Context: an optimization exercise on an open-source flow, tuned for small area. The choices shown serve that exercise and are no tape-out recipe.
In this exercise RTL edits were held to simulation tests only and were not proved equivalent to the original.
No activity file was given, so power comes from the tool's default toggle rates.

[run.sh]
#!/bin/bash
# synth_recipe.tcl (not shown) runs the flow's synth.tcl, then flattens the netlist and writes it again
# the make line also repeats each setting of config.mk as NAME=value (left out here)
make -C /OpenROAD-flow-scripts/flow DESIGN_CONFIG=/design/flow/config.mk WORK_HOME=/design/flow/orfs CLKGATE_MAP_FILE= SYNTH_SCRIPT=/design/flow/synth_recipe.tcl finish
[config.mk]
export PLATFORM = sky130hd
export DESIGN_NAME = zigzag_dcpred
export DESIGN_NICKNAME = zigzag_dcpred
export VERILOG_FILES = /design/flow/design.v
export SDC_FILE = /design/flow/constraint.sdc
export NUM_CORES = 4
export LEC_CHECK = 0
export CAP_MARGIN = 20
export CORE_MARGIN = 2
export CORE_UTILIZATION = 40
export PLACE_DENSITY = 0.6
export SLEW_MARGIN = 20
[design.v]
package jpeg_pkg;
  typedef enum logic [1:0] {
    COMP_Y  = 2'd0,
    COMP_CB = 2'd1,
    COMP_CR = 2'd2
  } comp_e;
  typedef enum logic {
    S_IDLE = 1'b0,
    S_READ = 1'b1
  } rd_state_e;
  localparam logic [383:0] ZZ = {
    6'd63, 6'd62, 6'd55, 6'd47, 6'd54, 6'd61, 6'd60, 6'd53,
    6'd46, 6'd39, 6'd31, 6'd38, 6'd45, 6'd52, 6'd59, 6'd58,
    6'd51, 6'd44, 6'd37, 6'd30, 6'd23, 6'd15, 6'd22, 6'd29,
    6'd36, 6'd43, 6'd50, 6'd57, 6'd56, 6'd49, 6'd42, 6'd35,
    6'd28, 6'd21, 6'd14, 6'd7,  6'd6,  6'd13, 6'd20, 6'd27,
    6'd34, 6'd41, 6'd48, 6'd40, 6'd33, 6'd26, 6'd19, 6'd12,
    6'd5,  6'd4,  6'd11, 6'd18, 6'd25, 6'd32, 6'd24, 6'd17,
    6'd10, 6'd3,  6'd2,  6'd9,  6'd16, 6'd8,  6'd1,  6'd0
  };
  function automatic logic [5:0] tr(input logic [5:0] n);
    tr = {n[2:0], n[5:3]};
  endfunction
endpackage
module zigzag_lut
(
  input  logic [5:0] k,
  output logic [5:0] addr
);
  always_comb begin
    addr = jpeg_pkg::tr(jpeg_pkg::ZZ[6*k +: 6]);
  end
endmodule
module zigzag_dcpred
#(
  parameter int W = 12
) (
  input  logic         clk,
  input  logic         rst,
  input  logic         q_en,
  input  logic [W-1:0] q,
  input  logic [1:0]   blk_comp,
  input  logic         frame_start,
  output logic         o_en,
  output logic [W:0]   o_data,
  output logic         o_sop,
  output logic         o_eop,
  output logic [1:0]   o_comp
);
  logic [W-1:0] mem_q [128];
  logic [5:0] wcnt_q, wcnt_d;
  logic       wb_q, wb_d, rb_q, rb_d;
  logic [1:0] full_q, full_d;
  logic [1:0] comp0_q, comp0_d, comp1_q, comp1_d;
  jpeg_pkg::rd_state_e  state_q, state_d;
  logic [5:0] k_q, k_d;
  logic       rd_act;
  logic [5:0] rd_addr;
  logic         rd_vld_q, rd_vld_d, rd_sop_q, rd_sop_d, rd_eop_q, rd_eop_d;
  logic [1:0]   rd_comp_q, rd_comp_d;
  logic [W-1:0] rd_dat_q, rd_dat_d;
  logic signed [W-1:0] pred0_q, pred0_d, pred1_q, pred1_d, pred2_q, pred2_d;
  logic signed [W-1:0] pred_sel;
  logic         o_en_q, o_en_d, o_sop_q, o_sop_d, o_eop_q, o_eop_d;
  logic [W:0]   o_data_q, o_data_d;
  logic [1:0]   o_comp_q, o_comp_d;
  logic [W:0]   dc_ext, pred_ext;
  zigzag_lut u_lut (
    .k    (k_q),
    .addr (rd_addr)
  );
  always_comb begin
    wcnt_d  = wcnt_q;
    wb_d    = wb_q;
    rb_d    = rb_q;
    full_d  = full_q;
    comp0_d = comp0_q;
    comp1_d = comp1_q;
    state_d = state_q;
    k_d     = k_q;
    rd_act  = 1'b0;
    if (q_en) begin
      wcnt_d = wcnt_q + 6'd1;
      if (wcnt_q == 6'd0) begin
        if (wb_q) comp1_d = blk_comp;
        else      comp0_d = blk_comp;
      end
      if (wcnt_q == 6'd63) begin
        full_d[wb_q] = 1'b1;
        wb_d         = ~wb_q;
      end
    end
    case (state_q)
      jpeg_pkg::S_IDLE: begin
        if (full_q[rb_q]) begin
          rd_act  = 1'b1;
          k_d     = 6'd1;
          state_d = jpeg_pkg::S_READ;
        end
      end
      jpeg_pkg::S_READ: begin
        rd_act = 1'b1;
        k_d    = k_q + 6'd1;
        if (k_q == 6'd63) begin
          full_d[rb_q] = 1'b0;
          rb_d         = ~rb_q;
          state_d      = full_q[~rb_q] ? jpeg_pkg::S_READ : jpeg_pkg::S_IDLE;
        end
      end
      default: state_d = jpeg_pkg::S_IDLE;
    endcase
    rd_vld_d  = rd_act;
    rd_sop_d  = rd_act && (k_q == 6'd0);
    rd_eop_d  = rd_act && (k_q == 6'd63);
    rd_comp_d = rb_q ? comp1_q : comp0_q;
    rd_dat_d  = mem_q[{rb_q, rd_addr}];
  end
  always_comb begin
    dc_ext   = {rd_dat_q[W-1], rd_dat_q};
    case (rd_comp_q)
      2'd0:    pred_sel = pred0_q;
      2'd1:    pred_sel = pred1_q;
      2'd2:    pred_sel = pred2_q;
      default: pred_sel = '0;
    endcase
    pred_ext = frame_start ? '0 : {pred_sel[W-1], pred_sel};
    pred0_d  = pred0_q;
    pred1_d  = pred1_q;
    pred2_d  = pred2_q;
    if (frame_start) begin
      pred0_d = '0;
      pred1_d = '0;
      pred2_d = '0;
    end
    if (rd_vld_q && rd_sop_q) begin
      case (rd_comp_q)
        2'd0:    pred0_d = rd_dat_q;
        2'd1:    pred1_d = rd_dat_q;
        2'd2:    pred2_d = rd_dat_q;
        default: ;
      endcase
    end
    o_en_d   = rd_vld_q;
    o_sop_d  = rd_vld_q && rd_sop_q;
    o_eop_d  = rd_vld_q && rd_eop_q;
    o_comp_d = rd_vld_q ? rd_comp_q : o_comp_q;
    o_data_d = '0;
    if (rd_vld_q) o_data_d = rd_sop_q ? (dc_ext - pred_ext) : dc_ext;
  end
  always_ff @(posedge clk) begin
    if (q_en) mem_q[{wb_q, wcnt_q}] <= q;
  end
  always_ff @(posedge clk) begin
    if (rst) begin
      wcnt_q    <= '0;
      wb_q      <= 1'b0;
      rb_q      <= 1'b0;
      full_q    <= '0;
      comp0_q   <= '0;
      comp1_q   <= '0;
      state_q   <= jpeg_pkg::S_IDLE;
      k_q       <= '0;
      rd_vld_q  <= 1'b0;
      rd_sop_q  <= 1'b0;
      rd_eop_q  <= 1'b0;
      rd_comp_q <= '0;
      rd_dat_q  <= '0;
      pred0_q   <= '0;
      pred1_q   <= '0;
      pred2_q   <= '0;
      o_en_q    <= 1'b0;
      o_sop_q   <= 1'b0;
      o_eop_q   <= 1'b0;
      o_comp_q  <= '0;
      o_data_q  <= '0;
    end else begin
      wcnt_q    <= wcnt_d;
      wb_q      <= wb_d;
      rb_q      <= rb_d;
      full_q    <= full_d;
      comp0_q   <= comp0_d;
      comp1_q   <= comp1_d;
      state_q   <= state_d;
      k_q       <= k_d;
      rd_vld_q  <= rd_vld_d;
      rd_sop_q  <= rd_sop_d;
      rd_eop_q  <= rd_eop_d;
      rd_comp_q <= rd_comp_d;
      rd_dat_q  <= rd_dat_d;
      pred0_q   <= pred0_d;
      pred1_q   <= pred1_d;
      pred2_q   <= pred2_d;
      o_en_q    <= o_en_d;
      o_sop_q   <= o_sop_d;
      o_eop_q   <= o_eop_d;
      o_comp_q  <= o_comp_d;
      o_data_q  <= o_data_d;
    end
  end
  assign o_en   = o_en_q;
  assign o_sop  = o_sop_q;
  assign o_eop  = o_eop_q;
  assign o_comp = o_comp_q;
  assign o_data = o_data_q;
endmodule
[constraint.sdc]
create_clock -name core_clock -period 7.0 [get_ports {clk}]
set_input_delay 1.4000 -clock core_clock [delete_from_list [all_inputs] [get_ports {clk}]]
set_output_delay 1.4000 -clock core_clock [all_outputs]
set_load 0.01 [all_outputs]
==> metrics.md <==
| Metric | Value |
|---|---|
| Max-slew headroom | 0.2276 |
| First-pass GRT wire length | 269200 um |
| Area after DPL | 0.06935 mm2 |
| # rows | 148 |
| Worst path max stage delay | 0.74 ns |
| HPWL after DPL | 106600 um |
| Clock Pin Slew Worst Setup and Hold Paths | 0.06 ns |
| Antenna violations before repair | 3 |
| Core Box Area | 0.1626 mm2 |
| Mean post-synth cell area | 13.71 um2 |
| Final min period | 5.847 ns |
| Vias in the first global route | 39130 |
| HP Class | register to register |
| DRT Pass-1 Iters | 8 |
| Root Driver | clkbuf_16 |
| Setup crit start | k_q[0] |
| Number of port buffers | 35 |
| # setup viols final | 0 |
| Area Growth Syn to Fin | 14.01% |
| WL/cell | 25.54 um |
| Routed WL | 183900 um |
| Critical Path Fanout Max | 35 |
| Fillers | 14300 |
| Gr usage total | 0.2164 |
| Synth warn | 2 |
| Most common cell after layout, fill and taps aside | edfxtp_1 |
| Fin Setup TNS | 0 ns |
| CP cell instances | inv_1, ha_1, inv_1, mux4_2, a2bb2oi_1, and2_4, buf_12, buf_4, mux4_2, a2111oi_0, nor3_1, nor4_1, buf_4, o21ai_1 |
| Final Max Slew Viols | 0 |
| Commonest non-fill, non-tap cells in the layout | 1536 x edfxtp_1, 1040 x nand2_1, 308 x nand3_1 |
| Hold path start | rd_eop_q |
| CTS tree | built |
| Synth area leaders | edfxtp_1 70%, nand2_1 6.0%, mux2i_1 3.4% |
| Power density cells | 262.9 mW/mm2 |
| #FFs+latches synth | 1628 |
| Worst vdd ir | 0.2096 mV |
| Reg area | 0.04797 mm2 |
| Total grt overflow | 0 |
| Initial drt markers | 5084 |
| Worst clock skew | 0.02965 ns |
| Final core area utilization | 0.4591 |
| Maximum clock frequency | 171.0 MHz |
| Launch point of the worst reg-to-reg path | k_q[0] |
| Max-cap violations | 0 |
| Crit path max-delay cell type | nor4_1 |
| RD Place Congestion | 0.8518 |
| Area of the multi-input gates | 0.01645 mm2 |
| Netlist cell types | 55 |
| Synth Instances | 4776 |
| Critical Path AT | 6.53 ns |
| Post-Syn Area | 0.06547 mm2 |
| Crit start category | register |
| Syn_nets | 4825 |
| Fin. Hold Viols | 0 |
| Ports | 36 |
| Max clock buf depth | 3 |
| Critical path class | register to register |
| Share of cells above drive strength 1 | 0.1183 |
| DIE AREA | 0.1669 mm2 |
| Top FF cell, synth | edfxtp_1 |
| Cts hold-fix bufs | 0 |
| Worst Setup End Kind | register |
| Seq/Total Area, Yosys | 0.7326 |
| Final period util | 0.8352 |
| CTS resizes | 0 |
| Via count | 41110 |
| Post-Layout Inst Area | 0.07464 mm2 |
| WP data required | 7.69 ns |
| Leak Pwr | 25.34 nW |
| Slew of the pin with the lowest slew margin | 1.154 ns |
| Initial Util | 0.4027 |
| Detail Route Antenna Nets | 0 |
| Die height | 408.6 um |
| Num CTS Buffers | 166 |
| Max H-tree Level | 4 |
| Cell taking the most area after synthesis | edfxtp_1 |
| Clock sinks | 1628 |
| Worst-Skew Late Latency | 0.82 ns |
| DRC violations left | 0 |
| Setup repair bufs after CTS | 0 |
| Die W | 408.6 um |
| Status | no timing/DRC/antenna violations |
| Number of enable flip-flop cells after synthesis | 1536 |
| Async set or reset register ratio after synthesis | 0 |
| Yosys top cell area share | 0.7045 |
| Final nets | 4934 |
| Vias per cell | 5.711 |
| Pin count of the biggest net entering global routing | 100 |
| Unrepaired setup endpoints after global routing | false |
[critical path, delay by kind of cell (launching register included)]
kind	cells	cell delay, ns
buf+inv	5	1.25
fa+ha+maj	1	0.44
compound gates	3	0.82
simple gates	3	1.60
flops	1	0.73
mux	2	0.79
[metal layers]
layer / GRT usage / part of all wire / vias up
met5: 0 / 0.000038 / -
met4: 0.06184 / 0.024 / 2
met3: 0.03502 / 0.079 / 284
met2: 0.3481 / 0.48 / 1740
met1: 0.3039 / 0.42 / 20890
li1: - / - / 18190
[cells in the mapped netlist (all sizes together) (9+ instances only)]
cell        n
mux4       51
nand2    1043
nor3       66
nor4       24
nand3     308
nand2b     26
mux2i     220
buf       105
xor2        9
nor2      181
a211oi    105
dfxtp      92
nor2b      21
a311oi     50
inv        18
a2111oi    96
nor3b      13
nand3b     27
edfxtp   1536
o21ai     140
ha         30
clkbuf    209
a21oi     246
o22ai      97
[logic make-up after synthesis]
| family | synth area share |
|---|---|
| compound gates | 0.07436 |
| xor+xnor | 0.002140 |
| fa+ha+maj | 0.006039 |
| buf+inv | 0.02123 |
| flops | 0.7326 |
| mux | 0.05152 |
| simple gates | 0.1121 |
[final timing paths]
| path | to | slack (ns) | cells after the start |
|---|---|---|---|
| max | rd_dat_q[6] | 1.15 | 14 |
| min | o_eop_q | 0.43 | 1 |
| max reg2reg | rd_dat_q[6] | 1.15 | 14 |
| min reg2reg | o_eop_q | 0.43 | 1 |
[report_power, final]
| group | switching [mW] | total [mW] | internal (mW) |
|---|---|---|---|
| clock network | 3.75 | 8.61 | 4.87 |
| registers | 0.0314 | 10.7 | 10.7 |
| logic | 0.262 | 0.319 | 0.0576 |
[final cells by class]
class / instances / area share
antenna: 2 / 0.00006705
multi-input combinational: 2815 / 0.2204
tap: 2175 / 0.03646
sequential: 1628 / 0.6426
inverter: 19 / 0.0009555
clock buffer: 220 / 0.06006
timing repair buffer: 255 / 0.02905
clock inverter: 85 / 0.01036
[sequential cells by signal, summed over array words and instances (netlist names), 2 cells and up]
| register | flops |
|---|---|
| comp0_q | 2 |
| comp1_q | 2 |
| full_q | 2 |
| k_q | 6 |
| mem_q | 1536 |
| o_comp_q | 2 |
| o_data_q | 13 |
| pred0_q | 12 |
| pred1_q | 12 |
| pred2_q | 12 |
| rd_comp_q | 2 |
| rd_dat_q | 12 |
| wcnt_q | 6 |
[through the flow]
step           setup slack (ns)  cells  hold WS [ns]  total power, mW
3_3_place_gp             0.1693   6887        0.4349            11.21
6_report                  1.153   7199        0.4349            19.63
5_1_grt                  0.9797   7197        0.4661            20.13
3_5_place_dp              1.177   6891        0.4299            11.22
2_1_floorplan             3.297   4776        0.4057            10.97
4_1_cts                   1.146   7196        0.4437            19.74

port drivers added, routing unchanged:
Ports are ideal in the flow. The routed layout listed here was re-timed in OpenROAD.
Step 1 sets driving cells, clkbuf_16 on the clock port and buf_2 on the other inputs (assumed; they add their load-dependent delay and slew).
Step 2, shift: input delay + t, output delay - t, t = (earliest + latest rising clock arrival at the registers) / 2. This alone moves slack from input paths to output paths.
Slacks: ideal ports / drivers / drivers and shift; pairs: ideal ports / drivers.
t, ns: 0.877
setup slack, ns: 1.153 / 1.153 / 1.153
hold WS [ns]: 0.435 / 0.435 / 0.435
After both steps this run still meets setup and hold. For this run, drivers alone change the setup slack by 0.000 ns; drivers and shift together by 0.000 ns.
